From an optimization exercise on the open Yosys and OpenROAD flow, aimed at small area; shortcuts taken in it are not production practice.
The RTL was checked by simulation tests, not by an equivalence proof against the original design.
Power figures rest on the tool's default switching activity, not on a simulated workload.

==> flow/design.v <==
module regfile_mp #(
  parameter int DATA_W   = 32,
  parameter int ADDR_W   = 5,
  parameter int ZERO_REG = 1,
  parameter int BYPASS   = 1
) (
  input  logic              clock,
  input  logic              reset,
  input  logic [ADDR_W-1:0] rd_addr1,
  input  logic [ADDR_W-1:0] rd_addr2,
  output logic [DATA_W-1:0] rd_data1,
  output logic [DATA_W-1:0] rd_data2,
  output logic              rd_busy1,
  output logic              rd_busy2,
  input  logic              wr_en_a,
  input  logic [ADDR_W-1:0] wr_addr_a,
  input  logic [DATA_W-1:0] wr_data_a,
  input  logic              wr_en_b,
  input  logic [ADDR_W-1:0] wr_addr_b,
  input  logic [DATA_W-1:0] wr_data_b,
  input  logic              busy_set,
  input  logic [ADDR_W-1:0] busy_addr,
  output logic              busy_any
);
  localparam int DEPTH = 1 << ADDR_W;
  logic [DATA_W-1:0] mem_n [1:DEPTH-1];
  logic [DATA_W-1:0] mem_t [1:DEPTH-1];
  logic [DATA_W-1:0] mem_d [1:DEPTH-1];
  logic [DEPTH-1:1]  valid;
  logic [DEPTH-1:1]  busy;
  logic [DEPTH-1:1]  sel_a;
  logic [DEPTH-1:1]  sel_b;
  logic [DEPTH-1:1]  hold;
  always_comb begin
    for (int i = 1; i < DEPTH; i++) begin
      sel_b[i] = wr_en_b && wr_addr_b == ADDR_W'(i);
      sel_a[i] = wr_en_a && wr_addr_a == ADDR_W'(i) && !sel_b[i];
      hold[i]  = !(sel_a[i] || sel_b[i]);
    end
  end
  for (genvar i = 1; i < DEPTH; i++) begin : g_row
    for (genvar j = 0; j < DATA_W; j++) begin : g_bit
      regfile_mp_wcell u_w (
        .qn(mem_n[i][j]), .h(hold[i]), .a(wr_data_a[j]), .sa(sel_a[i]),
        .b(wr_data_b[j]), .sb(sel_b[i]), .q(mem_t[i][j]), .dn(mem_d[i][j])
      );
    end
  end
  always_ff @(posedge clock) begin
    for (int i = 1; i < DEPTH; i++) begin
      mem_n[i] <= mem_d[i];
    end
  end
  always_ff @(posedge clock or negedge reset) begin
    if (!reset) begin
      valid <= '0;
    end else begin
      valid <= valid | ~hold;
    end
  end
  always_ff @(posedge clock or negedge reset) begin
    if (!reset) begin
      busy <= '0;
    end else begin
      for (int i = 1; i < DEPTH; i++) begin
        if (busy_set && busy_addr == ADDR_W'(i)) begin
          busy[i] <= 1'b1;
        end else if (wr_en_b && wr_addr_b == ADDR_W'(i)) begin
          busy[i] <= 1'b0;
        end
      end
    end
  end
  assign busy_any = |busy;
  logic [DEPTH-1:1]  rd_ok;
  logic [DEPTH-1:1]  dec1, dec2;
  logic [DEPTH-1:1]  rs1, rs2;
  logic              bb1, ba1, bb2, ba2;
  always_comb begin
    for (int i = 1; i < DEPTH; i++) begin
      rd_ok[i] = valid[i] && hold[i];
      dec1[i]  = rd_addr1 == ADDR_W'(i);
      dec2[i]  = rd_addr2 == ADDR_W'(i);
    end
    rs1 = dec1 & rd_ok;
    rs2 = dec2 & rd_ok;
    bb1 = reset && |(dec1 & sel_b);
    ba1 = reset && |(dec1 & sel_a);
    bb2 = reset && |(dec2 & sel_b);
    ba2 = reset && |(dec2 & sel_a);
  end
  assign rd_busy1 = |(busy & ~sel_b & dec1);
  assign rd_busy2 = |(busy & ~sel_b & dec2);
  logic [32:0] rsel1, rsel2;
  assign rsel1 = {bb1, ba1, rs1};
  assign rsel2 = {bb2, ba2, rs2};
  for (genvar j = 0; j < DATA_W; j++) begin : g_rd
    logic [32:0] col;
    logic [10:0] t1, t2;
    for (genvar i = 1; i < DEPTH; i++) begin : g_col
      assign col[i-1] = mem_t[i][j];
    end
    assign col[31] = wr_data_a[j];
    assign col[32] = wr_data_b[j];
    for (genvar k = 0; k < 11; k++) begin : g_grp
      regfile_mp_aoi222 u_g1 (
        .a1(col[3*k]), .a2(rsel1[3*k]), .b1(col[3*k+1]), .b2(rsel1[3*k+1]),
        .c1(col[3*k+2]), .c2(rsel1[3*k+2]), .y(t1[k])
      );
      regfile_mp_aoi222 u_g2 (
        .a1(col[3*k]), .a2(rsel2[3*k]), .b1(col[3*k+1]), .b2(rsel2[3*k+1]),
        .c1(col[3*k+2]), .c2(rsel2[3*k+2]), .y(t2[k])
      );
    end
    regfile_mp_nand11 u_o1 (.t(t1), .y(rd_data1[j]));
    regfile_mp_nand11 u_o2 (.t(t2), .y(rd_data2[j]));
  end
endmodule
module regfile_mp_wcell (
  input  logic qn,
  input  logic h,
  input  logic a,
  input  logic sa,
  input  logic b,
  input  logic sb,
  output logic q,
  output logic dn
);
  assign q  = ~qn;
  assign dn = ~((q & h) | (a & sa) | (b & sb));
endmodule
module regfile_mp_aoi222 (
  input  logic a1,
  input  logic a2,
  input  logic b1,
  input  logic b2,
  input  logic c1,
  input  logic c2,
  output logic y
);
  assign y = ~((a1 & a2) | (b1 & b2) | (c1 & c2));
endmodule
module regfile_mp_nand11 (
  input  logic [10:0] t,
  output logic        y
);
  assign y = ~&t;
endmodule
==> flow/flow/run.sh <==
#!/bin/bash
# Layout flow: the standard ORFS flow (standard.sh, standard synthesis
# unchanged) with two changes to the layout steps:
# - the port buffers are the smallest buffer cell instead of the default;
# - clock tree synthesis uses larger sink clusters and no dummy loads.
set -euo pipefail
bash standard.sh \
  "BUFFER_PORTS_ARGS=-buffer_cell sky130_fd_sc_hd__buf_1" \
  "CTS_ARGS=-sink_clustering_enable -repair_clock_nets -dont_use_dummy_load -buf_list sky130_fd_sc_hd__clkbuf_16 -sink_clustering_size 24 -sink_clustering_max_diameter 100" \
  finish > orfs_make.log 2>&1
==> flow/standard.sh <==
#!/bin/bash
# synth_recipe.tcl (not shown) runs the flow's synth.tcl, then flattens the netlist and writes it again
# the make line also repeats each setting of config.mk as NAME=value (left out here)
make -C /OpenROAD-flow-scripts/flow DESIGN_CONFIG=/design/flow/config.mk WORK_HOME=/design/flow/orfs CLKGATE_MAP_FILE= SYNTH_SCRIPT=/design/flow/synth_recipe.tcl "${@:-finish}"
==> flow/config.mk <==
export PLATFORM = sky130hd
export DESIGN_NAME = regfile_mp
export DESIGN_NICKNAME = regfile_mp
export VERILOG_FILES = /design/flow/design.v
export SDC_FILE = /design/flow/constraint.sdc
export NUM_CORES = 4
export LEC_CHECK = 0
export CAP_MARGIN = 10
export CELL_PAD_IN_SITES_DETAIL_PLACEMENT = 1
export CORE_MARGIN = 2
export CORE_UTILIZATION = 30
export PLACE_DENSITY = 0.4
export SETUP_SLACK_MARGIN = 0.1
export SLEW_MARGIN = 10
export SYNTH_HIERARCHICAL = 1
==> flow/constraint.sdc <==
create_clock -name core_clock -period 7.0 [get_ports {clock}]
set_input_delay 1.4000 -clock core_clock [delete_from_list [all_inputs] [get_ports {clock}]]
set_output_delay 1.4000 -clock core_clock [all_outputs]
set_load 0.01 [all_outputs]
==> reports/qor.txt, run 1 <==
====================================================================================
Result of the run                                                       complete, no violations
Initial Util                                                                  0.3022
Wire length of the first global-routing pass                              437,500 um
Final max-slew violation count                                                     0
Worst-case vdd ir drop                                                     0.2037 mV
Part of the total power dissipated in combinational logic                      0.266
Post-detailed-route count of antenna-violating nets                                0
Relative contribution of the clock network to total power                      0.231
Reg-to-reg setup timing slack                                                5790 ps
Placement Setup Slack                                                       276.8 ps
Mapped Cells                                                                   4,665
Final nets                                                                     5,287
EDFF count, synth                                                                  0
Most common flop cell mapped by yosys                                   sky130_fd_sc_hd__dfxtp_1
Unique cell type count in the Yosys netlist                                       42
Cell Chain, Critical Path                                               buf_1, nor3_1, nor4b_1, a2111oi_0, nand4_1, o41a_2, buf_12, a222oi_1, nand3_1, or3_1, buf_1
Hold bufs inserted after CTS                                                       0
Deepest clock path buffer count                                                    3
Synth top cells by count                                                1,696 x sky130_fd_sc_hd__a222oi_1, 1,024 x sky130_fd_sc_hd__inv_1, 992 x sky130_fd_sc_hd__dfxtp_1
Cell family with the largest share of critical-path delay               compound AO/OA/AOI/OAI gates
Netlist Area Pre-Place                                                  0.04720 mm^2
Syn nets                                                                       4,759
Critical Path End                                                       rd_data1[23]
Post-detailed-routing wire length                                         319,700 um
RR Endpoint                                                                  busy[1]
Site row count                                                                   145
Worst endpoint data arrival time                                             5450 ps
Switching portion of total power                                              0.3499
Number of filler instances in the final layout                                17,400
I/O Pins                                                                         161
Highest clock rate                                                         146.0 MHz
Critical path required time                                                  5600 ps
Core area                                                                0.1562 mm^2
Leftover overflow at the end of global routing                                     0
Largest stage delay, worst path                                               880 ps
TritonRoute pass-1 iters                                                          14
Max H-tree Level                                                                   2
Number of failing hold endpoints at the final stage                                0
Time the final worst path needs with I/O delays and setup                    6850 ps
Total via count in the routed design                                          55,241
Final total negative setup slack                                                0 ps
Maximum fanout along the worst path                                               23
Main combinational cell family by area after synthesis                  compound AO/OA/AOI/OAI gates
Fraction of layout instances using a drive strength above 1                   0.1252
Port Buffers                                                                     160
Clock tree from TritonCTS                                                        yes
First-iteration detailed-routing DRC count                                    16,918
Post-synthesis xor/xnor area fraction                                              0
Share of the cycle needed by the critical path after routing                  0.9786
Number of maximum-capacitance constraint violations                                0
TritonCTS Buffers                                                                 55
Fraction of the mapped netlist area in simple logic gates                    0.07234
Number of antenna violations at the first check in global routing                 16
Number of gates resized after CTS                                                  0
Worst Max-Slew Pin Slew                                                      1350 ps
Via density per instance                                                       7.610
Unrepaired setup endpoints after global routing                                   no
Synth Area in Compound Gates                                                  0.3883
Depth of the critical timing path with buffers and inverters included             11
Worst hold margin                                                           475.7 ps
Worst clock skew                                                                0 ps
Static Leakage                                                            0.02638 uW
Reg-to-Reg Start                                                             busy[1]
Origin of the worst setup path                                           rd_addr1[1]
Mux cell area share after synthesis                                                0
DRC viols                                                                          0
Areal power density over the cells                                      279.5 mW/mm^2
Via count of the first global-routing pass                                    53,325
Clock transition at the registers of the reported paths                        40 ps
Die boundary width                                                          400.7 um
Worst Path Buf+Inv                                                                 3
Master of the slowest instance on the critical path                     sky130_fd_sc_hd__o41a_2
Worst hold path stage count                                                        1
Seq cells post-synth                                                           1,054
Signed area change from the synthesized netlist to the final layout           19.04%
Proportion of synthesized flip-flops having asynchronous set or reset        0.05882
Height of the chip                                                          400.7 um
Pin count of the biggest net entering global routing                              44
Synth top area cells                                                    sky130_fd_sc_hd__dfxtp_1 42%, sky130_fd_sc_hd__a222oi_1 36%, sky130_fd_sc_hd__inv_1 8.1%
Total Routing Usage GR                                                        0.3774
Internal Pwr Total                                                         10,210 uW
Slew HR                                                                       0.1003
Most instantiated library cell after synthesis                          sky130_fd_sc_hd__a222oi_1
Number of warnings issued by yosys                                                11
Cell repeated most along the worst path                                 sky130_fd_sc_hd__buf_1
Cell chosen for the clock root                                          sky130_fd_sc_hd__clkbuf_16
Hpwl dp                                                                   197,500 um
Number of buffers inserted by post-CTS setup repair                                0
Biggest area consumer among synthesized cells                           sky130_fd_sc_hd__dfxtp_1
Final weighted congestion in routability-driven placement                      1.021
Final worst slack                                                           150.1 ps
Adder-cell share of the synthesized area                                           0
Crit path capture type                                                    output pin
DR WL/cell                                                                  44.04 um
Number of clock sinks                                                          1,054
Final core utilization                                                        0.3597
Full die area                                                            0.1605 mm^2
Cell area after placement                                               0.05475 mm^2
Sequential-to-total area share from yosys stat                                0.4536
Sw Pwr                                                                       5494 uW
Syn_area_per_cell                                                         10.12 um^2
Clock insertion delay at the later pin of the skew report                     660 ps
Area share of the leading cell type in the synthesized netlist                0.4208
Final design area excluding fillers                                     0.05619 mm^2
Number of setup violations in the final report                                     0
Type of origin of the critical path                                       input port
Worst setup path category                                                  in -> out
Hold Path Class                                                           reg -> reg
R2r worst-path depth                                                               2
Register share of total power                                                  0.502
====================================================================================
==> worst min path at each step <==
stage | from | endpoint | slack [ps]
global placement | valid[10] | valid[10] | 450
floorplan | valid[10] | valid[10] | 430
detailed placement | valid[10] | valid[10] | 450
CTS | valid[6] | valid[6] | 480
global route | valid[15] | valid[15] | 490
finish | valid[21] | valid[21] | 480
==> cells by family (layout without fill, tap and decap cells) <==
group | count (synthesis) | in the layout
flip-flops | 1054 | 1054
other | 0 | 10
AND/OR/NAND/NOR | 629 | 629
buffers and inverters | 1072 | 1598
AO/OA/AOI/OAI | 1910 | 1910
==> power by group through the flow <==
stage	sequential [uW]	clock [uW]	combinational, uW
3_3_place_gp	7990	0	3930
4_1_cts	7890	3690	4050
5_1_grt	8020	3860	4490
3_5_place_dp	8020	0	4030
2_1_floorplan	7920	0	2390
6_report	7890	3630	4180
==> modules after synthesis, one instance, submodules excluded <==
| module | flops+latches | area [um^2] | copies in the design | cells |
|---|---|---|---|---|
| regfile_mp_aoi222 | 0 | 10.01 | 704 | 1 |
| regfile_mp_wcell | 0 | 13.76 | 992 | 2 |
| regfile_mp | 1054 | 24980 | 1 | 1721 |
| regfile_mp_nand11 | 0 | 23.77 | 64 | 4 |
==> per-layer routing <==
metal  routed length (um)  part of all wire  up-vias  track usage
met5                   25          0.000078        -     0.001784
met4                21790             0.068        4       0.2323
met3                36680              0.11      732      0.07589
met2               136600              0.43     4380       0.5642
met1               124500              0.39    28356       0.4984
li1                     -                 -    21769            -
==> per-stage QoR <==
stage	instances	power [uW]
after floorplan	4665	10310
after global placement	7192	11930
after detailed placement	7192	12060
after CTS	7247	15630
after global routing	7255	16380
final	7259	15700
==> sequential cells by signal (all words and copies together), names as in the netlist <==
name / count
busy: 31
mem_n: 992
valid: 31
==> layout by cell type, fill, tap and decap left out, types with 3 or more instances in the layout <==
cell type                   Yosys  routed
sky130_fd_sc_hd__nor4bb_4       0       3
sky130_fd_sc_hd__o21ai_0       59      59
sky130_fd_sc_hd__a31oi_1        3       3
sky130_fd_sc_hd__o211ai_2       3       3
sky130_fd_sc_hd__nand3b_1       4       4
sky130_fd_sc_hd__nand2b_1      44      43
sky130_fd_sc_hd__nor3_1         5       5
sky130_fd_sc_hd__o211ai_1      28      28
sky130_fd_sc_hd__buf_12         0      53
sky130_fd_sc_hd__nand4b_1       5       5
sky130_fd_sc_hd__o22ai_1       60      60
sky130_fd_sc_hd__nand4_1      141     141
sky130_fd_sc_hd__inv_1       1024    1000
sky130_fd_sc_hd__inv_2          0      23
sky130_fd_sc_hd__buf_4          0     310
sky130_fd_sc_hd__nor2b_1        7       5
sky130_fd_sc_hd__or2_2          3       3
sky130_fd_sc_hd__a222oi_1    1696    1696
sky130_fd_sc_hd__nand3_1       74      74
sky130_fd_sc_hd__and2_1         7       7
sky130_fd_sc_hd__nand4bb_1      3       3
sky130_fd_sc_hd__a32oi_1       21      21
sky130_fd_sc_hd__nor2_1       117      23
sky130_fd_sc_hd__diode_2        0      10
sky130_fd_sc_hd__or3_1         64      64
sky130_fd_sc_hd__and3b_1        6       6
sky130_fd_sc_hd__and4b_1        3       3
sky130_fd_sc_hd__clkbuf_16      0      55
sky130_fd_sc_hd__nor4b_1        8       7
sky130_fd_sc_hd__nor2_4         0      93
sky130_fd_sc_hd__clkbuf_2       0      62
sky130_fd_sc_hd__buf_1          0      93
sky130_fd_sc_hd__dfxtp_1      992     992
sky130_fd_sc_hd__a21oi_4        0      31
sky130_fd_sc_hd__dfrtp_1       62      62
sky130_fd_sc_hd__o21ai_1        3       3
sky130_fd_sc_hd__nor3b_1        5       4
sky130_fd_sc_hd__nor4_1        25      25
sky130_fd_sc_hd__nand2_1       98      97
==> area by class of cell <==
type / count / area [um^2] / area share
Antenna cell: 10 / 25.02 / 0.0004454
Clock buffer: 55 / 1376 / 0.02450
Inverter: 1024 / 3844 / 0.06841
Multi-Input combinational cell: 2539 / 22900 / 0.4076
Sequential cell: 1054 / 21410 / 0.3811
Tap cell: 2058 / 2575 / 0.04583
Timing Repair Buffer: 519 / 4053 / 0.07213
==> run 2, diff against run 1 <==
--- a/flow/design.v
+++ b/flow/design.v
@@ -84,11 +84,15 @@
     end
     rs1 = dec1 & rd_ok;
     rs2 = dec2 & rd_ok;
-    bb1 = reset && |(dec1 & sel_b);
-    ba1 = reset && |(dec1 & sel_a);
-    bb2 = reset && |(dec2 & sel_b);
-    ba2 = reset && |(dec2 & sel_a);
   end
+  logic wb_ok;
+  logic wa_ok;
+  assign wb_ok = reset && wr_en_b;
+  assign wa_ok = reset && wr_en_a && !(wr_en_b && wr_addr_b == wr_addr_a);
+  assign bb1 = wb_ok && rd_addr1 != '0 && wr_addr_b == rd_addr1;
+  assign ba1 = wa_ok && rd_addr1 != '0 && wr_addr_a == rd_addr1;
+  assign bb2 = wb_ok && rd_addr2 != '0 && wr_addr_b == rd_addr2;
+  assign ba2 = wa_ok && rd_addr2 != '0 && wr_addr_a == rd_addr2;
   assign rd_busy1 = |(busy & ~sel_b & dec1);
   assign rd_busy2 = |(busy & ~sel_b & dec2);
   logic [32:0] rsel1, rsel2;
--- a/flow/config.mk
+++ b/flow/config.mk
@@ -10,6 +10,6 @@
 export CORE_MARGIN = 2
 export CORE_UTILIZATION = 30
 export PLACE_DENSITY = 0.4
-export SETUP_SLACK_MARGIN = 0.1
+export SETUP_SLACK_MARGIN = 0.2
 export SLEW_MARGIN = 10
 export SYNTH_HIERARCHICAL = 1
==> reports/qor.txt, run 2 <==
====================================================================================
Number of flip-flops under the largest register name                             992   unchanged
Power Total                                                                15,650 uW   was 15,700 uW
Post-detailed-routing wire length                                         303,500 um   was 319,700 um
Critical Path End                                                       rd_data1[15]   was rd_data1[23]
Syn_area_per_cell                                                         10.22 um^2   was 10.12 um^2
Critical path required time                                                  5600 ps   about the same
Worst setup path category                                                  in -> out   unchanged
Final max-slew violation count                                                     0   unchanged
Clock insertion delay at the later pin of the skew report                     710 ps   was 660 ps
Final weighted congestion in routability-driven placement                     0.9830   was 1.021
Core area                                                                0.1558 mm^2   was 0.1562 mm^2
Height of the chip                                                          399.5 um   was 400.7 um
Syn nets                                                                       4,687   was 4,759
Port Buffers                                                                     160   unchanged
Full die area                                                            0.1596 mm^2   was 0.1605 mm^2
Static Leakage                                                            0.02601 uW   was 0.02638 uW
Top library cells by usage in the layout, fill and taps aside           1,696 x sky130_fd_sc_hd__a222oi_1, 1,010 x sky130_fd_sc_hd__inv_1, 992 x sky130_fd_sc_hd__dfxtp_1, 298 x sky130_fd_sc_hd__buf_4, 139 x sky130_fd_sc_hd__nand4_1   was 1,696 x sky130_fd_sc_hd__a222oi_1, 1,000 x sky130_fd_sc_hd__inv_1, 992 x sky130_fd_sc_hd__dfxtp_1, 310 x sky130_fd_sc_hd__buf_4, 141 x sky130_fd_sc_hd__nand4_1
Number of gates resized after CTS                                                  0   unchanged
Synth top area cells                                                    sky130_fd_sc_hd__dfxtp_1 42%, sky130_fd_sc_hd__a222oi_1 36%, sky130_fd_sc_hd__inv_1 8.2%   was sky130_fd_sc_hd__dfxtp_1 42%, sky130_fd_sc_hd__a222oi_1 36%, sky130_fd_sc_hd__inv_1 8.1%
Crit path capture type                                                    output pin   unchanged
Number of clock sinks                                                          1,054   unchanged
R2r worst-path depth                                                               2   unchanged
Type of origin of the critical path                                       input port   unchanged
Cell chosen for the clock root                                          sky130_fd_sc_hd__clkbuf_16   unchanged
Pin count of the biggest net entering global routing                              47   was 44
Number of failing hold endpoints at the final stage                                0   unchanged
Site row count                                                                   145   unchanged
Post-detailed-route count of antenna-violating nets                                0   unchanged
Number of setup violations in the final report                                     0   unchanged
Slew HR                                                                      0.09263   was 0.1003
Unrepaired setup endpoints after global routing                                   no   unchanged
Top reg by flops                                                               mem_n   unchanged
Areal power density over the cells                                      284.0 mW/mm^2   was 279.5 mW/mm^2
Leading cell type in the layout, fill and taps excluded                 sky130_fd_sc_hd__a222oi_1   unchanged
Placement Setup Slack                                                       371.6 ps   was 276.8 ps
Result of the run                                                       complete, no violations   unchanged
Most common flop cell mapped by yosys                                   sky130_fd_sc_hd__dfxtp_1   unchanged
Wire length of the first global-routing pass                              416,000 um   was 437,500 um
RR Endpoint                                                                 busy[10]   was busy[1]
I/O Pins                                                                         161   unchanged
Area share of the leading cell type in the synthesized netlist                0.4232   was 0.4208
Number of filler instances in the final layout                                17,448   was 17,400
Footprint of the multi-input gates                                      0.02282 mm^2   was 0.02290 mm^2
Worst-case vdd ir drop                                                     0.2012 mV   was 0.2037 mV
Initial Util                                                                  0.3011   was 0.3022
Hold Path Class                                                           reg -> reg   unchanged
Via density per instance                                                       7.607   was 7.610
Max H-tree Level                                                                   2   unchanged
Post-layout instance count excluding filler cells                              7,121   was 7,259
Clock tree from TritonCTS                                                        yes   unchanged
DRC viols                                                                          0   unchanged
Biggest area consumer among synthesized cells                           sky130_fd_sc_hd__dfxtp_1   unchanged
Final worst slack                                                           275.3 ps   was 150.1 ps
Worst Max-Slew Pin Slew                                                      1357 ps   was 1350 ps
EDFF count, synth                                                                  0   unchanged
Hpwl dp                                                                   190,500 um   was 197,500 um
Mapped Cells                                                                   4,593   was 4,665
Sequential-to-total area share from yosys stat                                0.4562   was 0.4536
Clock transition at the registers of the reported paths                       110 ps   was 40 ps
Highest clock rate                                                         148.7 MHz   was 146.0 MHz
Number of warnings issued by yosys                                                11   unchanged
TritonCTS Buffers                                                                 54   was 55
Die boundary width                                                          399.5 um   was 400.7 um
TritonRoute pass-1 iters                                                          17   was 14
Final nets                                                                     5,156   was 5,287
Netlist Area Pre-Place                                                  0.04693 mm^2   was 0.04720 mm^2
First-iteration detailed-routing DRC count                                    15,307   was 16,918
Most instantiated library cell after synthesis                          sky130_fd_sc_hd__a222oi_1   unchanged
Deepest clock path buffer count                                                    3   unchanged
DR WL/cell                                                                  42.61 um   was 44.04 um
Origin of the worst setup path                                          wr_addr_b[4]   was rd_addr1[1]
Proportion of synthesized flip-flops having asynchronous set or reset        0.05882   unchanged
Number of maximum-capacitance constraint violations                                0   unchanged
Worst endpoint data arrival time                                             5320 ps   was 5450 ps
Time the final worst path needs with I/O delays and setup                    6725 ps   was 6850 ps
Maximum fanout along the worst path                                               20   was 23
Signed area change from the synthesized netlist to the final layout           17.39%   was 19.04%
Fraction of layout instances using a drive strength above 1                   0.1188   was 0.1252
Sequential Area                                                         0.02141 mm^2   unchanged
Synth top cells by count                                                1,696 x sky130_fd_sc_hd__a222oi_1, 1,020 x sky130_fd_sc_hd__inv_1, 992 x sky130_fd_sc_hd__dfxtp_1   was 1,696 x sky130_fd_sc_hd__a222oi_1, 1,024 x sky130_fd_sc_hd__inv_1, 992 x sky130_fd_sc_hd__dfxtp_1
Seq cells post-synth                                                           1,054   unchanged
Reg-to-reg setup timing slack                                                5790 ps   about the same
Share of the cycle needed by the critical path after routing                  0.9607   was 0.9786
Unique cell type count in the Yosys netlist                                       45   was 42
Via count of the first global-routing pass                                    52,101   was 53,325
Reg-to-Reg Start                                                            busy[10]   was busy[1]
Hold bufs inserted after CTS                                                       0   unchanged
Registers with the most flip-flops                                      mem_n x992, busy x31, valid x31   unchanged
Leftover overflow at the end of global routing                                     0   unchanged
Total via count in the routed design                                          54,173   was 55,241
Number of buffers inserted by post-CTS setup repair                                0   unchanged
Total Routing Usage GR                                                        0.3623   was 0.3774
Cell count after placement                                                     7,062   was 7,192
Number of antenna violations at the first check in global routing                  3   was 16
Final total negative setup slack                                                0 ps   unchanged
Worst clock skew                                                                0 ps   unchanged
Final core utilization                                                        0.3535   was 0.3597
====================================================================================
-- run 2: cell count changes after synthesis, moves of 12 or more --
| cell | delta |
|---|---|
| sky130_fd_sc_hd__nand2_1 | -21 |
| sky130_fd_sc_hd__o22ai_1 | -43 |
| sky130_fd_sc_hd__o21ai_0 | -42 |
| sky130_fd_sc_hd__o211ai_1 | -28 |
| sky130_fd_sc_hd__nor3_1 | +62 |
| sky130_fd_sc_hd__nor2_1 | -49 |
| sky130_fd_sc_hd__a32oi_1 | -21 |
| sky130_fd_sc_hd__nor4_1 | -13 |
| sky130_fd_sc_hd__a2111oi_0 | +33 |
| sky130_fd_sc_hd__xnor2_1 | +15 |
| sky130_fd_sc_hd__and3_1 | +12 |
-- run 2: cell type report --
| class | count | share of cell area |
|---|---|---|
| Tap cell | 2058 | 0.04674 |
| Inverter | 1020 | 0.06949 |
| Antenna cell | 3 | 0.0001363 |
| Timing Repair Buffer | 466 | 0.05623 |
| Multi-Input combinational cell | 2466 | 0.4142 |
| Sequential cell | 1054 | 0.3886 |
| Clock buffer | 54 | 0.02453 |
-- run 2: how the worst min path moves through the flow --
| stage | slack (ps) | start | to | cells past startpoint |
|---|---|---|---|---|
| global placement | 450 | valid[2] | valid[2] | 1 |
| finish | 480 | valid[23] | valid[23] | 1 |
| global route | 490 | valid[19] | valid[19] | 1 |
| detailed placement | 450 | valid[8] | valid[8] | 1 |
| floorplan | 430 | valid[10] | valid[10] | 1 |
| CTS | 480 | valid[5] | valid[5] | 1 |
-- run 2: where the power goes --
part	internal (uW)	switching, uW
Clock	1370	2220
Combinational	1260	2890
Sequential	7510	399
Total	10100	5510
-- run 2: critical path: stages --
cell and delay, ps:
sky130_fd_sc_hd__buf_1 490, sky130_fd_sc_hd__nand2b_1 570, sky130_fd_sc_hd__buf_4 260, sky130_fd_sc_hd__nor2_4 50
sky130_fd_sc_hd__a21oi_4 170, sky130_fd_sc_hd__nand2_1 160, sky130_fd_sc_hd__nor3_4 740, sky130_fd_sc_hd__buf_4 500
sky130_fd_sc_hd__a222oi_1 160, sky130_fd_sc_hd__nand4_1 210, sky130_fd_sc_hd__or3_1 390, sky130_fd_sc_hd__buf_1 200
-- run 2: cell families after synthesis --
| kind of cell | Yosys count | synth area share |
|---|---|---|
| AOI/OAI and AO/OA | 1824 | 0.3799 |
| buffers and inverters | 1073 | 0.08654 |
| DFF | 1054 | 0.4562 |
| and+or+nand+nor | 620 | 0.07324 |
| xor gates and xnor gates | 22 | 0.004106 |
-- run 2: per-module statistics from Yosys (local to each module, per instance) --
module	area [um^2]	flops+latches	times used	cells
regfile_mp	24710	1054	1	1649
regfile_mp_nand11	23.77	0	64	4
regfile_mp_wcell	13.76	0	992	2
regfile_mp_aoi222	10.01	0	704	1
-- run 2: through the flow --
stage | cell area [um^2] | hold slack (ps)
floorplan | 47260 | 434.6
global placement | 53680 | 448.5
detailed placement | 53700 | 452.2
CTS | 55050 | 481.3
global route | 55090 | 494.8
finish | 55090 | 478.6
-- run 2: routing by layer --
layer,vias to the layer above,share of wire,track usage
li1,21358,-,-
met1,27859,0.39,0.4868
met2,4262,0.43,0.5434
met3,694,0.12,0.06760
met4,0,0.062,0.2039
met5,-,0,0
==> run 3, diff against run 2 <==
--- a/flow/config.mk
+++ b/flow/config.mk
@@ -8,8 +8,8 @@
 export CAP_MARGIN = 10
 export CELL_PAD_IN_SITES_DETAIL_PLACEMENT = 1
 export CORE_MARGIN = 2
-export CORE_UTILIZATION = 30
-export PLACE_DENSITY = 0.4
+export CORE_UTILIZATION = 35
+export PLACE_DENSITY = 0.5
 export SETUP_SLACK_MARGIN = 0.2
 export SLEW_MARGIN = 10
 export SYNTH_HIERARCHICAL = 1
==> reports/qor.txt, run 3 <==
====================================================================================
Sequential-to-total area share from yosys stat                                0.4562   unchanged
Wire length of the first global-routing pass                              387,000 um   was 416,000 um
Netlist Area Pre-Place                                                  0.04693 mm^2   unchanged
Syn nets                                                                       4,687   unchanged
DR WL/cell                                                                  40.35 um   was 42.61 um
DRC viols                                                                          0   unchanged
Signed area change from the synthesized netlist to the final layout           16.09%   was 17.39%
Largest stage delay, worst path                                              1050 ps   was 740 ps
Top library cells by usage in the layout, fill and taps aside           1,696 x sky130_fd_sc_hd__a222oi_1, 1,013 x sky130_fd_sc_hd__inv_1, 992 x sky130_fd_sc_hd__dfxtp_1, 286 x sky130_fd_sc_hd__buf_4, 139 x sky130_fd_sc_hd__nand4_1   was 1,696 x sky130_fd_sc_hd__a222oi_1, 1,010 x sky130_fd_sc_hd__inv_1, 992 x sky130_fd_sc_hd__dfxtp_1, 298 x sky130_fd_sc_hd__buf_4, 139 x sky130_fd_sc_hd__nand4_1
Worst-case vdd ir drop                                                     0.1504 mV   was 0.2012 mV
Highest clock rate                                                         151.0 MHz   was 148.7 MHz
Full die area                                                            0.1370 mm^2   was 0.1596 mm^2
Biggest area consumer among synthesized cells                           sky130_fd_sc_hd__dfxtp_1   unchanged
Final max-slew violation count                                                     0   unchanged
Synth top cells by count                                                1,696 x sky130_fd_sc_hd__a222oi_1, 1,020 x sky130_fd_sc_hd__inv_1, 992 x sky130_fd_sc_hd__dfxtp_1   unchanged
Number of antenna violations at the first check in global routing                  7   was 3
Site row count                                                                   134   was 145
I/O Pins                                                                         161   unchanged
Final weighted congestion in routability-driven placement                      1.045   was 0.9830
Top reg by flops                                                               mem_n   unchanged
Final nets                                                                     5,140   was 5,156
Syn_area_per_cell                                                         10.22 um^2   unchanged
Time the final worst path needs with I/O delays and setup                    6621 ps   was 6725 ps
Hold Path Class                                                           reg -> reg   unchanged
Worst clock skew                                                                0 ps   unchanged
Final design area excluding fillers                                     0.05448 mm^2   was 0.05509 mm^2
Mapped Cells                                                                   4,593   unchanged
Static Leakage                                                            0.02585 uW   was 0.02601 uW
Crit path capture type                                                    output pin   unchanged
Critical path required time                                                  5600 ps   about the same
Height of the chip                                                          370.2 um   was 399.5 um
Final core utilization                                                        0.4087   was 0.3535
Master of the slowest instance on the critical path                     sky130_fd_sc_hd__nor3_4   unchanged
Type of origin of the critical path                                       input port   unchanged
Number of flip-flops under the largest register name                             992   unchanged
Registers with the most flip-flops                                      mem_n x992, busy x31, valid x31   unchanged
Post-detailed-routing wire length                                         275,000 um   was 303,500 um
Synth top area cells                                                    sky130_fd_sc_hd__dfxtp_1 42%, sky130_fd_sc_hd__a222oi_1 36%, sky130_fd_sc_hd__inv_1 8.2%   unchanged
Number of gates resized after CTS                                                  0   unchanged
Number of maximum-capacitance constraint violations                                0   unchanged
Worst setup path category                                                  in -> out   unchanged
Cell Chain, Critical Path                                               buf_1, and4b_1, nand2_1, inv_2, a21oi_4, nand2_1, nor3_4, buf_4, a222oi_1, nand4_1, or3_1, buf_1   was buf_1, nand2b_1, buf_4, nor2_4, a21oi_4, nand2_1, nor3_4, buf_4, a222oi_1, nand4_1, or3_1, buf_1
Cell chosen for the clock root                                          sky130_fd_sc_hd__clkbuf_16   unchanged
Most common flop cell mapped by yosys                                   sky130_fd_sc_hd__dfxtp_1   unchanged
Slew HR                                                                      0.05507   was 0.09263
Initial Util                                                                  0.3521   was 0.3011
Deepest clock path buffer count                                                    3   unchanged
Via count of the first global-routing pass                                    52,322   was 52,101
Worst hold margin                                                           472.3 ps   was 478.6 ps
TritonRoute pass-1 iters                                                          17   unchanged
Pin count of the biggest net entering global routing                              57   was 47
Die boundary width                                                          370.2 um   was 399.5 um
Cell area after placement                                               0.05316 mm^2   was 0.05370 mm^2
Port Buffers                                                                     160   unchanged
Leftover overflow at the end of global routing                                     0   unchanged
First-iteration detailed-routing DRC count                                    17,439   was 15,307
Leading cell type in the layout, fill and taps excluded                 sky130_fd_sc_hd__a222oi_1   unchanged
Most instantiated library cell after synthesis                          sky130_fd_sc_hd__a222oi_1   unchanged
Hpwl dp                                                                   170,800 um   was 190,500 um
Result of the run                                                       complete, no violations   unchanged
Maximum fanout along the worst path                                               18   was 20
Clock insertion delay at the later pin of the skew report                     680 ps   was 710 ps
Core area                                                                0.1333 mm^2   was 0.1558 mm^2
Number of clock sinks                                                          1,054   unchanged
Clock tree from TritonCTS                                                        yes   unchanged
Total via count in the routed design                                          54,416   was 54,173
Number of setup violations in the final report                                     0   unchanged
Unique cell type count in the Yosys netlist                                       45   unchanged
Hold bufs inserted after CTS                                                       0   unchanged
Seq cells post-synth                                                           1,054   unchanged
Areal power density over the cells                                      283.2 mW/mm^2   was 284.0 mW/mm^2
Proportion of synthesized flip-flops having asynchronous set or reset        0.05882   unchanged
Power Total                                                                15,430 uW   was 15,650 uW
Post-detailed-route count of antenna-violating nets                                0   unchanged
Worst endpoint data arrival time                                             5220 ps   was 5320 ps
Number of failing hold endpoints at the final stage                                0   unchanged
Area share of the leading cell type in the synthesized netlist                0.4232   unchanged
Fraction of layout instances using a drive strength above 1                   0.1104   was 0.1188
Number of filler instances in the final layout                                14,886   was 17,448
EDFF count, synth                                                                  0   unchanged
Worst Max-Slew Pin Slew                                                      1417 ps   was 1357 ps
Total Routing Usage GR                                                        0.3816   was 0.3623
Max H-tree Level                                                                   2   unchanged
Clock transition at the registers of the reported paths                        40 ps   was 110 ps
TritonCTS Buffers                                                                 51   was 54
Number of warnings issued by yosys                                                11   unchanged
Share of the cycle needed by the critical path after routing                  0.9458   was 0.9607
Final total negative setup slack                                                0 ps   unchanged
Via density per instance                                                       7.986   was 7.607
Number of buffers inserted by post-CTS setup repair                                0   unchanged
Unrepaired setup endpoints after global routing                                   no   unchanged
====================================================================================
-- run 3: cell counts after synthesis --
Identical to the previous run, type by type.
-- run 3: kinds of logic (layout without fill, tap and decap cells) --
kind of cell	after synthesis	in the layout	synth area share
other cells	0	2	0
flops	1054	1054	0.4562
xor+xnor	22	22	0.004106
compound gates	1824	1824	0.3799
buf+inv	1073	1524	0.08654
simple gates	620	620	0.07324
-- run 3: area by class of cell --
class	count	area, um^2	share of cell area
inverters	1020	3829	0.07027
repair buffers	453	2935	0.05388
clock buffers	51	1276	0.02342
diodes	2	5.005	0.00009186
well taps	1768	2212	0.04060
multi-input cells	2466	22810	0.4187
flip-flops and latches	1054	21410	0.3930
-- run 3: path summary, 6_finish.rpt --
check | start | to | slack [ps] | depth (start not counted)
max in group asynchronous | reset | busy[6] | 5240 | 2
min in group asynchronous | reset | busy[4] | 590 | 1
min reg2reg | valid[1] | valid[1] | 470 | 1
min | valid[1] | valid[1] | 470 | 1
max reg2reg | busy[10] | busy[10] | 5880 | 2
max | wr_en_b | rd_data2[16] | 380 | 12
-- run 3: critical path: cells and delay by family --
family	cells	cell delay, ps
AND/OR/NAND/NOR	6	2410
buffers and inverters	4	1070
AO/OA/AOI/OAI	2	290
-- run 3: Yosys stat by module, one instance, submodules excluded --
module	times used	flops+latches	cells inside	area, um^2
regfile_mp	1	1054	1649	24710
regfile_mp_aoi222	704	0	1	10.01
regfile_mp_nand11	64	0	4	23.77
regfile_mp_wcell	992	0	2	13.76
-- run 3: per-stage QoR --
stage | instances | setup WS, ps
2_1_floorplan | 4593 | 207.9
3_3_place_gp | 6759 | 757.3
3_5_place_dp | 6759 | 702.5
4_1_cts | 6810 | 697.0
5_1_grt | 6812 | 453.9
6_report | 6814 | 379.1
-- run 3: power breakdown --
part / switching (uW) / internal, uW
sequential: 405 / 7510
combinational: 2820 / 1250
clock: 2140 / 1300
total: 5370 / 10100
-- run 3: metal layers --
layer	track usage	up-vias	part of all wire
met3	0.1014	861	0.14
met4	0.2547	2	0.075
met2	0.5496	4915	0.41
met5	0	-	0.000044
li1	-	21311	-
met1	0.4983	27327	0.37
==> run 4, diff against run 3 <==
--- a/flow/design.v
+++ b/flow/design.v
@@ -31,18 +31,38 @@
   logic [DEPTH-1:1]  sel_a;
   logic [DEPTH-1:1]  sel_b;
   logic [DEPTH-1:1]  hold;
+  logic [DEPTH-1:1]  mbn;
+  logic [DEPTH-1:1]  man;
   always_comb begin
     for (int i = 1; i < DEPTH; i++) begin
-      sel_b[i] = wr_en_b && wr_addr_b == ADDR_W'(i);
-      sel_a[i] = wr_en_a && wr_addr_a == ADDR_W'(i) && !sel_b[i];
-      hold[i]  = !(sel_a[i] || sel_b[i]);
+      mbn[i] = !(wr_en_b && wr_addr_b == ADDR_W'(i));
+      man[i] = !(wr_en_a && wr_addr_a == ADDR_W'(i));
+    end
+  end
+  logic [DEPTH-1:1]  sel_a_h [2];
+  logic [DEPTH-1:1]  sel_b_h [2];
+  logic [DEPTH-1:1]  hold_h  [2];
+  for (genvar k = 0; k < 2; k++) begin : g_wsel
+    for (genvar i = 1; i < DEPTH; i++) begin : g_reg
+      regfile_mp_wsel u_ws (
+        .man(man[i]), .mbn(mbn[i]),
+        .sa(sel_a_h[k][i]), .sb(sel_b_h[k][i]), .h(hold_h[k][i])
+      );
+    end
+  end
+  always_comb begin
+    for (int i = 1; i < DEPTH; i++) begin
+      sel_b[i] = !mbn[i];
+      sel_a[i] = !man[i] && mbn[i];
+      hold[i]  = man[i] && mbn[i];
     end
   end
   for (genvar i = 1; i < DEPTH; i++) begin : g_row
     for (genvar j = 0; j < DATA_W; j++) begin : g_bit
       regfile_mp_wcell u_w (
-        .qn(mem_n[i][j]), .h(hold[i]), .a(wr_data_a[j]), .sa(sel_a[i]),
-        .b(wr_data_b[j]), .sb(sel_b[i]), .q(mem_t[i][j]), .dn(mem_d[i][j])
+        .qn(mem_n[i][j]), .h(hold_h[j/16][i]), .a(wr_data_a[j]),
+        .sa(sel_a_h[j/16][i]), .b(wr_data_b[j]), .sb(sel_b_h[j/16][i]),
+        .q(mem_t[i][j]), .dn(mem_d[i][j])
       );
     end
   end
@@ -120,6 +140,17 @@
     regfile_mp_nand11 u_o2 (.t(t2), .y(rd_data2[j]));
   end
 endmodule
+module regfile_mp_wsel (
+  input  logic man,
+  input  logic mbn,
+  output logic sa,
+  output logic sb,
+  output logic h
+);
+  assign sb = !mbn;
+  assign sa = !man && mbn;
+  assign h  = man && mbn;
+endmodule
 module regfile_mp_wcell (
   input  logic qn,
   input  logic h,
==> reports/qor.txt, run 4 <==
====================================================================================
Core area                                                                0.1358 mm^2   was 0.1333 mm^2
Hold bufs inserted after CTS                                                       0   unchanged
Maximum fanout along the worst path                                               11   was 18
Cell count after placement                                                     6,901   was 6,759
Clock tree from TritonCTS                                                        yes   unchanged
Post-detailed-routing wire length                                         286,200 um   was 275,000 um
I/O Pins                                                                         161   unchanged
Signed area change from the synthesized netlist to the final layout           13.77%   was 16.09%
Final max-slew violation count                                                     0   unchanged
Number of clock sinks                                                          1,054   unchanged
Number of filler instances in the final layout                                15,361   was 14,886
Type of origin of the critical path                                       input port   unchanged
EDFF count, synth                                                                  0   unchanged
Sequential-to-total area share from yosys stat                                0.4464   was 0.4562
Mapped Cells                                                                   4,732   was 4,593
Via count of the first global-routing pass                                    51,491   was 52,322
Worst clock skew                                                                0 ps   unchanged
Worst setup path category                                                  in -> out   unchanged
Cell family with the largest share of critical-path delay               simple AND/OR/NAND/NOR gates   unchanged
Share of the cycle needed by the critical path after routing                  0.9677   was 0.9458
Most instantiated library cell after synthesis                          sky130_fd_sc_hd__a222oi_1   unchanged
Seq cells post-synth                                                           1,054   unchanged
Area share of the leading cell type in the synthesized netlist                0.4141   was 0.4232
Hpwl dp                                                                   193,600 um   was 170,800 um
Pin count of the biggest net entering global routing                              48   was 57
Hold Path Class                                                           reg -> reg   unchanged
TritonRoute pass-1 iters                                                          22   was 17
Final nets                                                                     5,268   was 5,140
Final total negative setup slack                                                0 ps   unchanged
Total Routing Usage GR                                                        0.3871   was 0.3816
Deepest clock path buffer count                                                    3   unchanged
Syn nets                                                                       4,826   was 4,687
Sequential Area                                                         0.02141 mm^2   unchanged
Placement Setup Slack                                                       489.4 ps   was 702.5 ps
Worst hold margin                                                           481.5 ps   was 472.3 ps
Post-layout instance count excluding filler cells                              6,956   was 6,814
Port Buffers                                                                     160   unchanged
Worst-case vdd ir drop                                                     0.1946 mV   was 0.1504 mV
Netlist Area Pre-Place                                                  0.04796 mm^2   was 0.04693 mm^2
Unique cell type count in the Yosys netlist                                       45   unchanged
Worst Max-Slew Pin Slew                                                      1352 ps   was 1417 ps
Cell chosen for the clock root                                          sky130_fd_sc_hd__clkbuf_16   unchanged
Number of warnings issued by yosys                                                14   was 11
Initial Util                                                                  0.3532   was 0.3521
Highest clock rate                                                         147.6 MHz   was 151.0 MHz
Final worst slack                                                           225.8 ps   was 379.1 ps
Result of the run                                                       complete, no violations   unchanged
Number of maximum-capacitance constraint violations                                0   unchanged
Reg-to-reg setup timing slack                                                6050 ps   was 5880 ps
Via density per instance                                                       7.877   was 7.986
Crit path capture type                                                    output pin   unchanged
Top reg by flops                                                               mem_n   unchanged
Unrepaired setup endpoints after global routing                                   no   unchanged
Number of setup violations in the final report                                     0   unchanged
Final weighted congestion in routability-driven placement                      1.062   was 1.045
Cell Chain, Critical Path                                               buf_1, nand2_1, nor2_1, nand2_1, nand3_1, nor3_2, buf_4, a222oi_1, nand4_1, or3_1, buf_1   was buf_1, and4b_1, nand2_1, inv_2, a21oi_4, nand2_1, nor3_4, buf_4, a222oi_1, nand4_1, or3_1, buf_1
Areal power density over the cells                                      284.4 mW/mm^2   was 283.2 mW/mm^2
Largest stage delay, worst path                                               740 ps   was 1050 ps
Slew HR                                                                      0.09346   was 0.05507
DRC viols                                                                          0   unchanged
Die boundary width                                                          374.2 um   was 370.2 um
Critical path required time                                                  5600 ps   about the same
Leftover overflow at the end of global routing                                     0   unchanged
Number of gates resized after CTS                                                  0   unchanged
Number of antenna violations at the first check in global routing                  9   was 7
TritonCTS Buffers                                                                 52   was 51
Number of failing hold endpoints at the final stage                                0   unchanged
Wire length of the first global-routing pass                              399,500 um   was 387,000 um
Footprint of the multi-input gates                                      0.02266 mm^2   was 0.02281 mm^2
Time the final worst path needs with I/O delays and setup                    6774 ps   was 6621 ps
Post-detailed-route count of antenna-violating nets                                0   unchanged
Max H-tree Level                                                                   2   unchanged
Worst endpoint data arrival time                                             5370 ps   was 5220 ps
Synth top cells by count                                                1,696 x sky130_fd_sc_hd__a222oi_1, 1,069 x sky130_fd_sc_hd__inv_1, 992 x sky130_fd_sc_hd__dfxtp_1   was 1,696 x sky130_fd_sc_hd__a222oi_1, 1,020 x sky130_fd_sc_hd__inv_1, 992 x sky130_fd_sc_hd__dfxtp_1
Synth top area cells                                                    sky130_fd_sc_hd__dfxtp_1 41%, sky130_fd_sc_hd__a222oi_1 35%, sky130_fd_sc_hd__inv_1 8.4%   was sky130_fd_sc_hd__dfxtp_1 42%, sky130_fd_sc_hd__a222oi_1 36%, sky130_fd_sc_hd__inv_1 8.2%
Clock insertion delay at the later pin of the skew report                     710 ps   was 680 ps
Master of the slowest instance on the critical path                     sky130_fd_sc_hd__a222oi_1   was sky130_fd_sc_hd__nor3_4
Top library cells by usage in the layout, fill and taps aside           1,696 x sky130_fd_sc_hd__a222oi_1, 1,069 x sky130_fd_sc_hd__inv_1, 992 x sky130_fd_sc_hd__dfxtp_1, 264 x sky130_fd_sc_hd__buf_4, 137 x sky130_fd_sc_hd__nand4_1   was 1,696 x sky130_fd_sc_hd__a222oi_1, 1,013 x sky130_fd_sc_hd__inv_1, 992 x sky130_fd_sc_hd__dfxtp_1, 286 x sky130_fd_sc_hd__buf_4, 139 x sky130_fd_sc_hd__nand4_1
Worst Path Buf+Inv                                                                 3   was 4
Clock transition at the registers of the reported paths                        60 ps   was 40 ps
Height of the chip                                                          374.2 um   was 370.2 um
Total via count in the routed design                                          54,792   was 54,416
Number of flip-flops under the largest register name                             992   unchanged
Full die area                                                            0.1400 mm^2   was 0.1370 mm^2
Registers with the most flip-flops                                      mem_n x992, busy x31, valid x31   unchanged
DR WL/cell                                                                  41.14 um   was 40.35 um
Biggest area consumer among synthesized cells                           sky130_fd_sc_hd__dfxtp_1   unchanged
Syn_area_per_cell                                                         10.14 um^2   was 10.22 um^2
Most common flop cell mapped by yosys                                   sky130_fd_sc_hd__dfxtp_1   unchanged
Static Leakage                                                            0.02655 uW   was 0.02585 uW
Leading cell type in the layout, fill and taps excluded                 sky130_fd_sc_hd__a222oi_1   unchanged
Site row count                                                                   135   was 134
Number of buffers inserted by post-CTS setup repair                                0   unchanged
Fraction of layout instances using a drive strength above 1                   0.1168   was 0.1104
Proportion of synthesized flip-flops having asynchronous set or reset        0.05882   unchanged
First-iteration detailed-routing DRC count                                    17,344   was 17,439
====================================================================================
[run 4: cell count changes after synthesis, moves of 17 or more]
cell,before,now
sky130_fd_sc_hd__nor2_1,68,40
sky130_fd_sc_hd__a21oi_1,37,5
sky130_fd_sc_hd__o22ai_1,17,0
sky130_fd_sc_hd__nand2b_1,47,14
sky130_fd_sc_hd__and2b_2,0,62
sky130_fd_sc_hd__nand3_1,81,116
sky130_fd_sc_hd__and2_2,0,62
sky130_fd_sc_hd__inv_1,1020,1069
sky130_fd_sc_hd__nand3b_1,6,37
sky130_fd_sc_hd__nand2_1,77,97
[run 4: where the power goes]
group / leakage, uW / internal (uW) / switching (uW)
combinational: 0.0169 / 1260 / 2850
clock: 0.000641 / 1330 / 2150
sequential: 0.00901 / 7510 / 424
[run 4: cell type report]
type                    count  share of cell area
flip-flops and latches   1054              0.3924
repair buffers            439             0.05396
multi-input cells        2558              0.4153
inverters                1069             0.07354
well taps                1781             0.04084
diodes                      3           0.0001376
clock buffers              52             0.02385
[run 4: per-stage QoR]
stage | util | total power (uW) | instance area [um^2]
2_1_floorplan | - | 10340 | 47960
3_3_place_gp | 0.3914 | 11790 | 53150
3_5_place_dp | 0.3921 | 11970 | 53250
4_1_cts | 0.4017 | 15370 | 54550
5_1_grt | 0.4017 | 16130 | 54560
6_report | 0.4018 | 15520 | 54560
[run 4: cells by family (layout without fill, tap and decap cells)]
kind of cell              after synthesis  in the layout  synth area share
AOI/OAI and AO/OA                    1790           1790            0.3674
buffers and inverters                1120           1560           0.08941
DFF                                  1054           1054            0.4464
and+or+nand+nor                       747            747           0.09295
xor gates and xnor gates               21             21          0.003835
other                                   0              3                 0
[run 4: per-layer routing]
metal / vias to the layer above / part of all wire / track usage
met5: - / 0.00022 / 0
met4: 10 / 0.083 / 0.2649
met3: 889 / 0.13 / 0.09098
met2: 4724 / 0.42 / 0.5721
met1: 27551 / 0.37 / 0.4990
li1: 21618 / - / -
[run 4: final timing paths]
path                                end         start  depth (start not counted)
setup / recovery           rd_data1[15]  wr_addr_a[0]                         11
hold / removal                valid[22]     valid[22]                          1
setup reg to reg               busy[24]      busy[24]                          2
hold reg to reg               valid[22]     valid[22]                          1
max in group asynchronous      valid[3]         reset                          2
min in group asynchronous      busy[14]         reset                          1
[run 4: modules after synthesis, one instance, submodules excluded]
module / cell area (um^2) / cells inside / copies in the design
regfile_mp_wcell: 13.76 / 2 / 992
regfile_mp: 24500 / 1602 / 1
regfile_mp_nand11: 23.77 / 4 / 64
regfile_mp_aoi222: 10.01 / 1 / 704
regfile_mp_wsel: 20.02 / 3 / 62
==> run 5, diff against run 4 <==
--- a/flow/config.mk
+++ b/flow/config.mk
@@ -8,8 +8,8 @@
 export CAP_MARGIN = 10
 export CELL_PAD_IN_SITES_DETAIL_PLACEMENT = 1
 export CORE_MARGIN = 2
-export CORE_UTILIZATION = 35
-export PLACE_DENSITY = 0.5
+export CORE_UTILIZATION = 30
+export PLACE_DENSITY = 0.4
 export SETUP_SLACK_MARGIN = 0.2
 export SLEW_MARGIN = 10
 export SYNTH_HIERARCHICAL = 1
==> reports/qor.txt, run 5 <==
====================================================================================
Worst endpoint data arrival time                                             5290 ps   was 5370 ps
Time the final worst path needs with I/O delays and setup                    6691 ps   was 6774 ps
Post-detailed-route count of antenna-violating nets                                0   unchanged
Maximum fanout along the worst path                                               17   was 11
Critical path required time                                                  5600 ps   about the same
Netlist Area Pre-Place                                                  0.04796 mm^2   unchanged
Number of failing hold endpoints at the final stage                                0   unchanged
Initial Util                                                                  0.3025   was 0.3532
Mapped Cells                                                                   4,732   unchanged
Site row count                                                                   146   was 135
Wire length of the first global-routing pass                              384,300 um   was 399,500 um
Syn nets                                                                       4,826   unchanged
Max H-tree Level                                                                   2   unchanged
Registers with the most flip-flops                                      mem_n x992, busy x31, valid x31   unchanged
Highest clock rate                                                         149.5 MHz   was 147.6 MHz
Slew HR                                                                       0.1350   was 0.09346
EDFF count, synth                                                                  0   unchanged
Full die area                                                            0.1631 mm^2   was 0.1400 mm^2
Power Total                                                                15,490 uW   was 15,520 uW
Number of buffers inserted by post-CTS setup repair                                0   unchanged
Number of clock sinks                                                          1,054   unchanged
Total via count in the routed design                                          52,505   was 54,792
Worst clock skew                                                                0 ps   unchanged
Clock tree from TritonCTS                                                        yes   unchanged
Worst Max-Slew Pin Slew                                                      1290 ps   was 1352 ps
Number of setup violations in the final report                                     0   unchanged
Worst setup path category                                                  in -> out   unchanged
Area share of the leading cell type in the synthesized netlist                0.4141   unchanged
Clock insertion delay at the later pin of the skew report                     680 ps   was 710 ps
Number of antenna violations at the first check in global routing                 42   was 9
Final weighted congestion in routability-driven placement                     0.9676   was 1.062
Number of warnings issued by yosys                                                14   unchanged
Via density per instance                                                       7.252   was 7.877
Number of gates resized after CTS                                                  0   unchanged
First-iteration detailed-routing DRC count                                    14,308   was 17,344
Final total negative setup slack                                                0 ps   unchanged
Hold bufs inserted after CTS                                                       0   unchanged
Fraction of layout instances using a drive strength above 1                   0.1155   was 0.1168
Cell chosen for the clock root                                          sky130_fd_sc_hd__clkbuf_16   unchanged
Leading cell type in the layout, fill and taps excluded                 sky130_fd_sc_hd__a222oi_1   unchanged
Port Buffers                                                                     160   unchanged
Worst-case vdd ir drop                                                     0.1416 mV   was 0.1946 mV
TritonRoute pass-1 iters                                                          15   was 22
Areal power density over the cells                                      282.9 mW/mm^2   was 284.4 mW/mm^2
Crit path capture type                                                    output pin   unchanged
Final nets                                                                     5,258   was 5,268
Cell count after placement                                                     7,180   was 6,901
I/O Pins                                                                         161   unchanged
Post-detailed-routing wire length                                         272,900 um   was 286,200 um
Synth top area cells                                                    sky130_fd_sc_hd__dfxtp_1 41%, sky130_fd_sc_hd__a222oi_1 35%, sky130_fd_sc_hd__inv_1 8.4%   unchanged
Most instantiated library cell after synthesis                          sky130_fd_sc_hd__a222oi_1   unchanged
Sequential-to-total area share from yosys stat                                0.4464   unchanged
Result of the run                                                       complete, no violations   unchanged
Cell area after placement                                               0.05336 mm^2   was 0.05325 mm^2
Height of the chip                                                          403.8 um   was 374.2 um
DRC viols                                                                          0   unchanged
Pin count of the biggest net entering global routing                              41   was 48
Proportion of synthesized flip-flops having asynchronous set or reset        0.05882   unchanged
Top library cells by usage in the layout, fill and taps aside           1,696 x sky130_fd_sc_hd__a222oi_1, 1,069 x sky130_fd_sc_hd__inv_1, 992 x sky130_fd_sc_hd__dfxtp_1, 263 x sky130_fd_sc_hd__buf_4, 137 x sky130_fd_sc_hd__nand4_1   was 1,696 x sky130_fd_sc_hd__a222oi_1, 1,069 x sky130_fd_sc_hd__inv_1, 992 x sky130_fd_sc_hd__dfxtp_1, 264 x sky130_fd_sc_hd__buf_4, 137 x sky130_fd_sc_hd__nand4_1
Top reg by flops                                                               mem_n   unchanged
Share of the cycle needed by the critical path after routing                  0.9559   was 0.9677
Total Routing Usage GR                                                        0.3174   was 0.3871
Static Leakage                                                            0.02648 uW   was 0.02655 uW
Leftover overflow at the end of global routing                                     0   unchanged
TritonCTS Buffers                                                                 54   was 52
Number of maximum-capacitance constraint violations                                0   unchanged
Deepest clock path buffer count                                                    3   unchanged
Clock transition at the registers of the reported paths                        70 ps   was 60 ps
Unique cell type count in the Yosys netlist                                       45   unchanged
Synth top cells by count                                                1,696 x sky130_fd_sc_hd__a222oi_1, 1,069 x sky130_fd_sc_hd__inv_1, 992 x sky130_fd_sc_hd__dfxtp_1   unchanged
Hold Path Class                                                           reg -> reg   unchanged
Number of flip-flops under the largest register name                             992   unchanged
Type of origin of the critical path                                       input port   unchanged
Post-layout instance count excluding filler cells                              7,240   was 6,956
Seq cells post-synth                                                           1,054   unchanged
Die boundary width                                                          403.8 um   was 374.2 um
Hpwl dp                                                                   191,200 um   was 193,600 um
Unrepaired setup endpoints after global routing                                   no   unchanged
Final design area excluding fillers                                     0.05474 mm^2   was 0.05456 mm^2
Via count of the first global-routing pass                                    49,077   was 51,491
Syn_area_per_cell                                                         10.14 um^2   unchanged
Most common flop cell mapped by yosys                                   sky130_fd_sc_hd__dfxtp_1   unchanged
Biggest area consumer among synthesized cells                           sky130_fd_sc_hd__dfxtp_1   unchanged
Signed area change from the synthesized netlist to the final layout           14.14%   was 13.77%
Core area                                                                0.1586 mm^2   was 0.1358 mm^2
Final max-slew violation count                                                     0   unchanged
DR WL/cell                                                                  37.69 um   was 41.14 um
====================================================================================
## run 5: cell counts after synthesis
No cell type changed its count.
## run 5: metrics by stage
| stage | setup WS, ps | util | hold WS (ps) |
|---|---|---|---|
| after global routing | 228.2 | 0.3451 | 497.2 |
| after global placement | 364.7 | 0.3365 | 453.7 |
| after detailed placement | 393.8 | 0.3365 | 455.4 |
| final | 308.8 | 0.3452 | 478.8 |
| after floorplan | 1062 | - | 438.4 |
| after CTS | 389.8 | 0.3451 | 480.2 |
## run 5: path summary, 6_finish.rpt
path,startpoint,end,slack [ps],depth (start not counted)
hold reg to reg,valid[24],valid[24],480,1
max in group asynchronous,reset,valid[29],5150,3
min in group asynchronous,reset,valid[9],620,1
setup / recovery,wr_addr_b[1],rd_data2[9],310,11
hold / removal,valid[24],valid[24],480,1
setup reg to reg,busy[24],busy[24],6020,2
## run 5: area by class of cell
class	count	area (um^2)
Antenna cell	6	15.01
Sequential cell	1054	21410
Tap cell	2072	2592
Inverter	1069	4013
Clock buffer	54	1351
Fill cell	17846	103800
Timing Repair Buffer	427	2740
Multi-Input combinational cell	2558	22620
## run 5: routing by layer
layer | GRT usage | vias to the layer above | part of all wire | wire (um)
met1 | 0.4685 | 26990 | 0.43 | 118100
met5 | 0 | - | 0.00043 | 118
met4 | 0.06638 | 18 | 0.021 | 5671
li1 | - | 21608 | - | -
met3 | 0.07489 | 330 | 0.13 | 34350
met2 | 0.4650 | 3559 | 0.42 | 114700
## run 5: worst max-delay path, cell delays in order
cell and delay (ps):
sky130_fd_sc_hd__buf_1 360, sky130_fd_sc_hd__buf_4 240, sky130_fd_sc_hd__and4b_1 550, sky130_fd_sc_hd__nand2_1 350
sky130_fd_sc_hd__nand3_1 270, sky130_fd_sc_hd__nor3_4 150, sky130_fd_sc_hd__buf_4 260, sky130_fd_sc_hd__a222oi_1 600
sky130_fd_sc_hd__nand4_1 440, sky130_fd_sc_hd__or3_1 510, sky130_fd_sc_hd__buf_1 140
## run 5: cells by family after synthesis
group / count (synthesis) / share of synthesized area
AO/OA/AOI/OAI: 1790 / 0.3674
XOR/XNOR: 21 / 0.003835
buffers and inverters: 1120 / 0.08941
flip-flops: 1054 / 0.4464
AND/OR/NAND/NOR: 747 / 0.09295
## run 5: where the power goes
| group | switching [uW] | internal, uW |
|---|---|---|
| Clock | 2170 | 1380 |
| Sequential | 413 | 7510 |
| Combinational | 2770 | 1250 |
## run 5: modules after synthesis, one instance, submodules excluded
| module | cells | area [um^2] | flops+latches |
|---|---|---|---|
| regfile_mp_nand11 | 4 | 23.77 | 0 |
| regfile_mp_wcell | 2 | 13.76 | 0 |
| regfile_mp_wsel | 3 | 20.02 | 0 |
| regfile_mp | 1602 | 24500 | 1054 |
| regfile_mp_aoi222 | 1 | 10.01 | 0 |
==> run 6, diff against run 5 <==
--- a/flow/config.mk
+++ b/flow/config.mk
@@ -10,6 +10,6 @@
 export CORE_MARGIN = 2
 export CORE_UTILIZATION = 30
 export PLACE_DENSITY = 0.4
-export SETUP_SLACK_MARGIN = 0.2
+export SETUP_SLACK_MARGIN = 0.1
 export SLEW_MARGIN = 10
 export SYNTH_HIERARCHICAL = 1
==> reports/qor.txt, run 6 <==
====================================================================================
Slew HR                                                                       0.1216   was 0.1350
Final total negative setup slack                                                0 ps   unchanged
Crit path capture type                                                    output pin   unchanged
Initial Util                                                                  0.3025   unchanged
Worst clock skew                                                                0 ps   unchanged
Number of filler instances in the final layout                                17,847   was 17,846
Number of maximum-capacitance constraint violations                                0   unchanged
Cell Chain, Critical Path                                               buf_1, buf_4, and4b_1, nand2_1, nand3_1, nor3_2, buf_4, a222oi_1, nand4_1, or3_1, buf_1   was buf_1, buf_4, and4b_1, nand2_1, nand3_1, nor3_4, buf_4, a222oi_1, nand4_1, or3_1, buf_1
Number of antenna violations at the first check in global routing                 42   unchanged
Synth top area cells                                                    sky130_fd_sc_hd__dfxtp_1 41%, sky130_fd_sc_hd__a222oi_1 35%, sky130_fd_sc_hd__inv_1 8.4%   unchanged
Unrepaired setup endpoints after global routing                                   no   unchanged
Master of the slowest instance on the critical path                     sky130_fd_sc_hd__nor3_2   was sky130_fd_sc_hd__a222oi_1
Die boundary width                                                          403.8 um   unchanged
Worst Max-Slew Pin Slew                                                      1310 ps   was 1290 ps
Relative contribution of the clock network to total power                      0.229   about the same
Port Buffers                                                                     160   unchanged
Worst-case vdd ir drop                                                     0.1421 mV   was 0.1416 mV
Total via count in the routed design                                          52,660   was 52,505
Deepest clock path buffer count                                                    3   unchanged
Areal power density over the cells                                      283.0 mW/mm^2   was 282.9 mW/mm^2
Clock insertion delay at the later pin of the skew report                     680 ps   about the same
Core area                                                                0.1586 mm^2   unchanged
Wire length of the first global-routing pass                              384,300 um   unchanged
DR WL/cell                                                                  37.67 um   was 37.69 um
Switching portion of total power                                              0.3459   was 0.3456
Type of origin of the critical path                                       input port   unchanged
Leading cell type in the layout, fill and taps excluded                 sky130_fd_sc_hd__a222oi_1   unchanged
EDFF count, synth                                                                  0   unchanged
Proportion of synthesized flip-flops having asynchronous set or reset        0.05882   unchanged
Highest clock rate                                                         148.3 MHz   was 149.5 MHz
Post-detailed-routing wire length                                         272,800 um   was 272,900 um
R2r worst-path depth                                                               2   unchanged
Clock tree from TritonCTS                                                        yes   unchanged
Clock transition at the registers of the reported paths                        80 ps   was 70 ps
Power Total                                                                15,490 uW   about the same
Syn_area_per_cell                                                         10.14 um^2   unchanged
Maximum fanout along the worst path                                               17   unchanged
First-iteration detailed-routing DRC count                                    14,270   was 14,308
Result of the run                                                       complete, no violations   unchanged
Pin count of the biggest net entering global routing                              41   unchanged
Number of failing hold endpoints at the final stage                                0   unchanged
Most instantiated library cell after synthesis                          sky130_fd_sc_hd__a222oi_1   unchanged
Number of setup violations in the final report                                     0   unchanged
Final weighted congestion in routability-driven placement                     0.9676   unchanged
Most common flop cell mapped by yosys                                   sky130_fd_sc_hd__dfxtp_1   unchanged
Post-detailed-route count of antenna-violating nets                                0   unchanged
Internal Pwr Total                                                         10,130 uW   about the same
Time the final worst path needs with I/O delays and setup                    6744 ps   was 6691 ps
Unique cell type count in the Yosys netlist                                       45   unchanged
Hold Path Class                                                           reg -> reg   unchanged
TritonCTS Buffers                                                                 54   unchanged
Static Leakage                                                            0.02647 uW   was 0.02648 uW
Register share of total power                                                  0.511   about the same
Hold bufs inserted after CTS                                                       0   unchanged
Fraction of layout instances using a drive strength above 1                   0.1153   was 0.1155
Seq cells post-synth                                                           1,054   unchanged
DRC viols                                                                          0   unchanged
Max H-tree Level                                                                   2   unchanged
Final max-slew violation count                                                     0   unchanged
Leftover overflow at the end of global routing                                     0   unchanged
Critical path required time                                                  5600 ps   about the same
Sequential-to-total area share from yosys stat                                0.4464   unchanged
Share of the cycle needed by the critical path after routing                  0.9635   was 0.9559
Number of flip-flops under the largest register name                             992   unchanged
Mapped Cells                                                                   4,732   unchanged
Sw Pwr                                                                       5358 uW   was 5353 uW
Via count of the first global-routing pass                                    49,077   unchanged
Final design area excluding fillers                                     0.05474 mm^2   about the same
Biggest area consumer among synthesized cells                           sky130_fd_sc_hd__dfxtp_1   unchanged
Number of clock sinks                                                          1,054   unchanged
Cell area after placement                                               0.05336 mm^2   unchanged
Hpwl dp                                                                   191,200 um   unchanged
Synth top cells by count                                                1,696 x sky130_fd_sc_hd__a222oi_1, 1,069 x sky130_fd_sc_hd__inv_1, 992 x sky130_fd_sc_hd__dfxtp_1   unchanged
Full die area                                                            0.1631 mm^2   unchanged
TritonRoute pass-1 iters                                                          15   unchanged
Worst endpoint data arrival time                                             5340 ps   was 5290 ps
Worst setup path category                                                  in -> out   unchanged
Part of the total power dissipated in combinational logic                      0.260   about the same
Area share of the leading cell type in the synthesized netlist                0.4141   unchanged
Syn nets                                                                       4,826   unchanged
Netlist Area Pre-Place                                                  0.04796 mm^2   unchanged
I/O Pins                                                                         161   unchanged
Cell chosen for the clock root                                          sky130_fd_sc_hd__clkbuf_16   unchanged
Via density per instance                                                       7.271   was 7.252
Final nets                                                                     5,258   unchanged
Top library cells by usage in the layout, fill and taps aside           1,696 x sky130_fd_sc_hd__a222oi_1, 1,069 x sky130_fd_sc_hd__inv_1, 992 x sky130_fd_sc_hd__dfxtp_1, 263 x sky130_fd_sc_hd__buf_4, 137 x sky130_fd_sc_hd__nand4_1   unchanged
Registers with the most flip-flops                                      mem_n x992, busy x31, valid x31   unchanged
Height of the chip                                                          403.8 um   unchanged
Number of warnings issued by yosys                                                14   unchanged
Site row count                                                                   146   unchanged
Signed area change from the synthesized netlist to the final layout           14.13%   was 14.14%
Total Routing Usage GR                                                        0.3174   unchanged
Worst hold path stage count                                                        1   unchanged
Top reg by flops                                                               mem_n   unchanged
Largest stage delay, worst path                                              1040 ps   was 600 ps
====================================================================================
run 6: cell type report:
cell class,instances,area [um^2],area share
Clock buffer,54,1351,0.02469
Antenna cell,8,20.02,0.0003657
Timing Repair Buffer,427,2740,0.05006
Multi-Input combinational cell,2558,22610,0.4131
Tap cell,2072,2592,0.04736
Sequential cell,1054,21410,0.3912
Inverter,1069,4013,0.07331
run 6: critical path, delay by kind of cell:
family                 cells  cell delay, ps
AO/OA/AOI/OAI              1             170
buffers and inverters      4            1100
AND/OR/NAND/NOR            6            2640
run 6: metal layers:
layer  GRT usage  wire length [um]  vias up
met4     0.06638              5874       18
li1            -                 -    21601
met3     0.07489             34470      359
met2      0.4650            114600     3630
met5           0               118        -
met1      0.4685            117700    27052
run 6: repair_timing:
action                     CTS  global route
gates resized for setup      0             2
setup endpoints to repair    0             1
setup buffers                0             0
run 6: kinds of logic after synthesis:
group           count (synthesis)  synth area share
compound gates               1790            0.3674
buf+inv                      1120           0.08941
flops                        1054            0.4464
simple gates                  747           0.09295
xor+xnor                       21          0.003835
run 6: worst paths after layout:
path	start	end	slack, ps
setup / recovery	wr_addr_b[3]	rd_data2[8]	260
hold / removal	valid[24]	valid[24]	480
setup reg to reg	busy[24]	busy[24]	6020
hold reg to reg	valid[24]	valid[24]	480
max in group asynchronous	reset	valid[29]	5160
min in group asynchronous	reset	valid[25]	620
run 6: per-module statistics from Yosys, one instance, submodules excluded:
module             copies in the design  cells inside  cell area, um^2  flip-flops and latches
regfile_mp_wsel                      62             3            20.02                       0
regfile_mp_aoi222                   704             1            10.01                       0
regfile_mp_wcell                    992             2            13.76                       0
regfile_mp_nand11                    64             4            23.77                       0
regfile_mp                            1          1602            24500                    1054
run 6: power by group through the flow:
stage          sequential [uW]  clock [uW]  combinational (uW)
3_3_place_gp              8020           0                3770
5_1_grt                   8060        3820                4370
6_report                  7920        3550                4030
4_1_cts                   7920        3650                3890
2_1_floorplan             7930           0                2410
3_5_place_dp              8050           0                3880
run 6: per-stage QoR:
stage                       util  setup WS [ps]  cells  hold WS [ps]
final                     0.3452          255.5   7242         480.3
after global routing      0.3451          173.2   7234         497.2
after CTS                 0.3451          389.8   7234         480.2
after detailed placement  0.3365          393.8   7180         455.4
after global placement    0.3365          364.7   7180         453.7
after floorplan                -           1062   4732         438.4

Setup slack of run 6, layout unchanged: 0.256 ns with ideal ports, 0.123 ns with driving cells assumed (clock clkbuf_16, inputs buf_2), 0.123 ns with port delays also shifted by the 0.776 ns mid clock arrival.
